This design comes from an exercise in tuning for small area, a short achievable clock period and few clock cycles per item on the open sky130 flow, not from production work.
The RTL was checked by simulation tests, not by an equivalence proof against the original design.
Power is estimated from default activity; no workload was simulated.

== job 5695 ==
## multi_slot_periodic_timer_table_core
module multi_slot_periodic_timer_table_core (
	input  wire logic                           clk,
	input  wire logic                           arst_n,
	input  wire logic                           start,
	output logic                                busy,
	input  wire logic [mstt_pkg::MODE_W-1:0]    mode,
	input  wire logic [mstt_pkg::ID_W-1:0]      req_id,
	input  wire logic [mstt_pkg::IN_IVL_W-1:0]  interval,
	input  wire logic [mstt_pkg::CNT_W-1:0]     repeat_count,
	input  wire logic                           resident,
	input  wire logic                           immediate,
	output logic                                strobe,
	output logic [mstt_pkg::ST_W-1:0]           status,
	output logic [mstt_pkg::ID_W-1:0]           result_id,
	output logic signed [mstt_pkg::CTR_W-1:0]   ticks_left,
	output logic [mstt_pkg::CNT_W-1:0]          count_left,
	output logic                                last
);
Size in the first run: roughly 0.072 mm^2 of cells after synthesis.
make LEC_CHECK=0 CAP_MARGIN=20 CORE_MARGIN=2 CORE_UTILIZATION=55 CTS_CLUSTER_DIAMETER=100 CTS_CLUSTER_SIZE=20 SETUP_SLACK_MARGIN=4.8 SLEW_MARGIN=20 TNS_END_PERCENT=25 finish   # period 8.0 ns
run.sh (not shown) runs the stock make flow with config.mk's settings and CLKGATE_MAP_FILE= SYNTH_SCRIPT=/design/flow/synth_recipe.tcl, a recipe that flattens the netlist after the stock synthesis.
Every stage of the flow completed for job 5695, and the final layout passed the timing, design-rule and antenna checks.
Testbench counts of job 5695, summed over its fixed seeds: cycles 6,423, items 3,200.
### job 5695 -> job 2886
- CTS_CLUSTER_DIAMETER removed (was 100)
- CTS_CLUSTER_SIZE removed (was 20)
- TNS_END_PERCENT removed (was 25)
Findings:
Going from job 5695 to job 2886, hold slack shrinks by 0.0053 ns.
Total routed wire length on the met1 layer of job 2886 exceeds that of job 5695 slightly.
Relative to job 5695, the number of non-clock buffers in the layout of job 2886 is higher by 112.
Job 5695 → job 2886: clock network latency to the later pin of the worst-skew pair increased 0.06 ns; period utilization increased 0.97 points; critical path depth decreased 5.
Cell area | job 2886 vs job 5695 | job 2886 larger
Job 5695 → job 2886: internal power summed over all cells now sits higher, part of the total power dissipated in combinational logic now sits lower.
Of job 2886 and job 5695, it is job 2886 that has the lower worst path setup slack after routing.
Relative to job 5695, the clock-buffer cell count of job 2886 is higher by 38%.
Relative to job 2886, the following input files were edited for job 5859:
- TNS_END_PERCENT: unset -> 10
- CTS_CLUSTER_SIZE: unset -> 20
- CTS_CLUSTER_DIAMETER: unset -> 100
--- outcome ---
- All of job 5859 and job 2886 finish clean.
- Clock network fraction of total power ends up lower on job 5859.
- Post-detailed-placement cell area across job 5859 and job 2886: no real change.
- Job 5859: combinational power is about 7% lower than what job 2886 reported.
- Compared with job 2886, job 5859 shows a higher clock transition time at the flip-flop clock pins of the worst setup and hold paths.
- Of job 5859 and job 2886, it is job 5859 that has the higher share of the final layout cell area in sequential cells.
- Run comparison: job 2886 end point of the critical path due_q[9]; job 5859 end point of the critical path due_q[3]
- Side by side, vias after detailed routing turned out lower in job 5859 than in job 2886.
- Total power consumption of the routed design shrinks by more than 10% when moving from job 2886 to job 5859.
- Taking job 2886 as the reference, in job 5859 total wire length after detailed routing shrank by 5.2%, cell area shrank by 0.0057 mm^2.
[inputs] job 3418 vs job 5859
- removing TNS_END_PERCENT (formerly 10)
Notes after the runs:
Via count, job 3418 vs job 5859: up by a few percent. From job 5859 to job 3418 the numbers moved as follows: maximum fanout count along the critical path has increased; worst setup margin grew by 0.099 ns; total wire length after detailed routing went up by 3.4%. Number of cells on the worst reg-to-reg path in job 3418 is 1 below job 5859. Final cell area: job 3418 above job 5859. Reported for job 5859 and job 3418, number of setup violations in the final report turned out identical to the last digit. For the portion of total power attributed to the clock network, job 3418 came in 0.2 points lower than job 5859 did. Measured against each other, job 5859 and job 3418 differ in shortest clock period the worst path allows after layout, the lower figure coming from job 3418.

* * *

north:
Another version of the RTL of multi_slot_periodic_timer_table_core (not shown whole).
Size in the first run: ~5200 cells after synthesis, roughly 1700 flip-flops, roughly 130 I/O pins, ~72000 sq um of cells after synthesis.
clock: 8.0 ns
lec_check: 0
cap_margin: 20
core_margin: 2
core_utilization: 60
setup_slack_margin: 4.8
slew_margin: 20
Testbench counts of north, summed over its fixed seeds: cycles 6,423, items 3,200.
Inputs modified between north and south:
# north
export LEC_CHECK = 0
export CAP_MARGIN = 20
export CORE_MARGIN = 2
export CORE_UTILIZATION = 60
export SETUP_SLACK_MARGIN = 4.8
export SLEW_MARGIN = 20
create_clock -name core_clock -period 8.0 [get_ports {clk}]
# south
export LEC_CHECK = 0
export CAP_MARGIN = 20
export CORE_MARGIN = 2
export CORE_UTILIZATION = 55
export CTS_CLUSTER_DIAMETER = 100
export CTS_CLUSTER_SIZE = 20
export SETUP_SLACK_MARGIN = 4.8
export SLEW_MARGIN = 20
create_clock -name core_clock -period 8.0 [get_ports {clk}]
south finished all stages; the layout is clean.
Routed length on met3 on south is down relative to north.
Re number of buffers added for setup after CTS: north and south aren't equal, and the lower value belongs to north.
Die area | south > north
Starting DRC count in detailed routing of south falls short of that of north slightly.
Summary of the comparison: critical path depth is lower in south, relative to north.
In south relative to north, number of global-route vias before repair had gone down slightly.
Clock edge transition at the registers on the reported setup and hold paths (south over north): increase, 30 ps
Compared with north, first-pass GRT wire length in south increased slightly.
Combinational power on south is up relative to north.

-- separate check: timing with driven ports --
The flow's constraints put no driver on any port. The routed layouts listed below were extracted and timed again, unchanged, in two steps. Step 1: set_driving_cell puts a clkbuf_16 on clk and a buf_2 on each other input, an assumption about the parent block. Step 2, shift: input delay + t, output delay - t, t = (earliest + latest rising clock arrival at the registers) / 2. This alone moves slack from input paths to output paths. Slacks: no drivers / after step 1 / after step 2; pairs: no drivers / after step 1.
run	t, ns	slack for setup (ns)	worst register clock-pin slew, ns	pins driven straight from the clock port
job 5695	0.834	4.402 / 4.402 / 3.963	0.10 / 0.10	1
job 2886	0.891	4.324 / 4.324 / 3.962	0.07 / 0.07	1
job 5859	0.832	4.345 / 4.345 / 4.004	0.10 / 0.10	1
job 3418	0.835	4.443 / 4.443 / 4.018	0.10 / 0.10	1
north	0.905	4.494 / 4.494 / 3.917	0.07 / 0.07	1
south	0.841	4.376 / 4.376 / 3.931	0.10 / 0.10	1
After both steps every run listed still meets setup and hold. For north, which loses most, drivers alone change the setup slack by 0.000 ns; drivers and shift together by -0.577 ns.
